What follows belongs to an exercise in optimizing a design on an open flow for a short achievable clock period and few clock cycles per item; a production flow would make more cautious choices.
The RTL was checked by simulation tests, not by an equivalence proof against the original design.
Power is estimated from default activity; no workload was simulated.

==> flow/design.v, too long to show whole: its modules and the start of the top module <==
// module modexp_tabgen: 106 lines
// module modexp_mm_sq: 6912 lines
// module modexp_mm_gen: 9144 lines
// module modular_exponentiation_unit: 184 lines
module modular_exponentiation_unit
#(
    parameter int VALUE_WIDTH = 32
) (
    input  wire logic                   i_clk,
    input  wire logic                   i_rst_n,
    input  wire logic                   i_start,
    input  wire logic [VALUE_WIDTH-1:0] i_base_value,
    input  wire logic                   i_is_last,
    output logic                        o_busy,
    output logic                        o_done,
    output logic [VALUE_WIDTH-1:0]      o_power_value,
    output logic                        o_last_out,
    input  wire logic                   i_cfg_we,
    input  wire logic [modexp_pkg::CFG_IDX_W-1:0]  i_cfg_index,
    input  wire logic [modexp_pkg::CFG_DATA_W-1:0] i_cfg_data
);
  // ...
==> flow/run.sh <==
#!/bin/bash
# synth_recipe.tcl (not shown) runs the flow's synth.tcl, then flattens the netlist and writes it again
# the make line also repeats each setting of config.mk as NAME=value (left out here)
make -C /OpenROAD-flow-scripts/flow DESIGN_CONFIG=/design/flow/config.mk WORK_HOME=/design/flow/orfs CLKGATE_MAP_FILE= SYNTH_SCRIPT=/design/flow/synth_recipe.tcl finish
==> flow/config.mk <==
export PLATFORM = sky130hd
export DESIGN_NAME = modular_exponentiation_unit
export DESIGN_NICKNAME = modular_exponentiation_unit
export VERILOG_FILES = /design/flow/design.v
export SDC_FILE = /design/flow/constraint.sdc
export NUM_CORES = 4
export LEC_CHECK = 0
export CAP_MARGIN = 20
export CORE_MARGIN = 2
export CORE_UTILIZATION = 25
export MIN_ROUTING_LAYER = met2
export PLACE_DENSITY = 0.35
export SETUP_SLACK_MARGIN = 2.6
export SLEW_MARGIN = 20
==> flow/constraint.sdc <==
create_clock -name core_clock -period 9.0 [get_ports {i_clk}]
set_input_delay 1.8000 -clock core_clock [delete_from_list [all_inputs] [get_ports {i_clk}]]
set_output_delay 1.8000 -clock core_clock [all_outputs]
set_load 0.01 [all_outputs]
==> impl_summary.log, run 1 <==
[metrics] status: did not finish
[metrics] XOR/XNOR share of the synthesized area: 5.49%
[metrics] Post-synth EDFFs: 2031
[metrics] adder-cell area share of the yosys netlist: 28.8%
[metrics] Post-Syn Instances: 41.5k
[metrics] clock sink total: 4303
[metrics] total of cells resized after clock tree synthesis: 471
[metrics] count of placed standard cells including taps: 63.7k
[metrics] cell area after synthesis: 394000 um^2
[metrics] post-detailed-placement cell area: 452000 um^2
[metrics] stage at which the flow ended: global routing
[metrics] quantity of hold-fixing buffers added after cts: 0
[metrics] most used standard cells in the synthesized netlist: inv_1 (6536), fa_1 (4185), nor2_1 (2567)
[metrics] pre-CTS setup slack: -0.390 ns
[metrics] die span in y: 1260 um
[metrics] clock buffers created by TritonCTS: 627
[metrics] share of the synthesized area in compound gates (AO/OA/AOI/OAI): 20.3%
[metrics] Tool Error: [ERROR GRT-0116] Global routing finished with congestion. Check the congestion regions in the DRC Viewer.
[metrics] standard-cell rows: 461
[metrics] ys flop type: dfxtp_1
[metrics] RD Place Congestion: 1.28
[metrics] dominant combinational cell family by area after synthesis: adder cells
[metrics] YS warnings: 13
[metrics] Clock Tree Buf Depth: 5
[metrics] I/O pin count: 106
Testbench counts, summed over its fixed seeds: cycles 17,616, items 256.
==> run 2, diff against run 1 <==
--- a/flow/config.mk
+++ b/flow/config.mk
@@ -9,6 +9,6 @@
 export CORE_MARGIN = 2
-export CORE_UTILIZATION = 25
+export CORE_UTILIZATION = 30
 export MIN_ROUTING_LAYER = met2
-export PLACE_DENSITY = 0.35
-export SETUP_SLACK_MARGIN = 2.6
+export PLACE_DENSITY = 0.45
+export SETUP_SLACK_MARGIN = 1.5
 export SLEW_MARGIN = 20
==> run 2 against run 1 <==
Against the previous run:
- the run again fails in global routing
- area after synthesis did not move
- synthesized cell count did not move
==> impl_summary.log, run 2 <==
[metrics] Post-Syn Instances: 41.5k (unchanged)
[metrics] ranking of synthesized cells by area: fa_1 (21%), edfxtp_1 (15%), dfxtp_1 (12%)
[metrics] CTS H-tree lvls: 6
[metrics] async set-or-reset flop fraction in the synthesized netlist: 0%
[metrics] ys flop type: dfxtp_1
[metrics] Root Driver: clkbuf_16
[metrics] most common cell in the synthesized netlist: inv_1
[metrics] number of I/O port buffers: 105
[metrics] quantity of hold-fixing buffers added after cts: 0 (unchanged)
[metrics] clock buffers created by TritonCTS: 600 (-4.3%)
[metrics] post-detailed-placement cell area: 445000 um^2 (-1.7%)
[metrics] post-synthesis net count: 48.1k
[metrics] Tool Error: [ERROR GRT-0116] Global routing finished with congestion. Check the congestion regions in the DRC Viewer.
[metrics] count of placed standard cells including taps: 60.0k (-5.9%)
[metrics] mean instance size in the synthesized netlist: 9.50 um^2
[metrics] pre-CTS setup slack: -0.820 ns (-0.430 ns)
[metrics] hpwl dp: 2760000 um
[metrics] cell area after synthesis: 394000 um^2 (unchanged)
[metrics] most used standard cells in the synthesized netlist: inv_1 (6536), fa_1 (4185), nor2_1 (2567)
[metrics] number of storage elements in the synthesis netlist: 4303
[metrics] maximum number of pins on one net before global-route repair: 144
[metrics] clock sink total: 4303 (unchanged)
[metrics] RD Place Congestion: 1.37 (+6.7%)
[metrics] status: did not finish
[metrics] post-synthesis cell type count: 112
[metrics] Synth area leader: fa_1
[metrics] starting density of the core: 30.0%
[metrics] share of synthesized area occupied by flip-flops and latches: 27.0%
[metrics] share of the synthesized area in the top cell type: 21.3%
[metrics] I/O pin count: 106 (unchanged)
[metrics] standard-cell rows: 421 (-8.7%)
[metrics] YS warnings: 13 (unchanged)
[metrics] DIE WIDTH: 1150 um
[metrics] Post-synth EDFFs: 2031 (unchanged)
[metrics] Clock Tree Buf Depth: 5 (unchanged)
[metrics] die span in y: 1150 um (-8.7%)
[metrics] stage at which the flow ended: global routing
[run 2: cell counts after synthesis]
Identical to the previous run, type by type.
[run 2: kinds of logic after synthesis]
| kind of cell | count (synthesis) | synth area share [%] |
|---|---|---|
| xor+xnor | 2470 | 5.49 |
| compound gates | 11400 | 20.3 |
| fa+ha+maj | 6550 | 28.8 |
| flops | 4303 | 27.0 |
| buf+inv | 8817 | 8.46 |
| simple gates | 7638 | 9.01 |
| mux | 338 | 0.904 |
[run 2: worst max-delay path by stage]
| stage | from | end | slack (ns) |
|---|---|---|---|
| detailed placement | u_mul.rq_6_354$_DFF_P_ | r_acc[35]$_SDFFCE_PN0P_ | -0.82 |
| global placement | u_sq.rq_6_235$_DFF_P_ | r_sq[35]$_SDFFCE_PN0P_ | -2.63 |
| CTS | u_mul.rq_4_283$_DFF_P_ | r_acc[31]$_DFFE_PP_ | 0.40 |
| floorplan | i_cfg_we | u_tab.r_kmn[10][10]$_DFFE_PP_ | 0.10 |
[run 2: timing repair]
action	4_1_cts
hold endpoints to repair	0
setup endpoints to repair	1734
gates resized for setup	428
pin swaps	148
setup buffers	139
gates cloned	5
[run 2: power by group through the flow]
| stage | clock [mW] | combinational [mW] | sequential (mW) |
|---|---|---|---|
| 3_5_place_dp | 0 | 1700 | 48.1 |
| 3_3_place_gp | 0 | 1680 | 47.9 |
| 4_1_cts | 25.8 | 1780 | 47.6 |
| 2_1_floorplan | 0 | 924 | 65.3 |
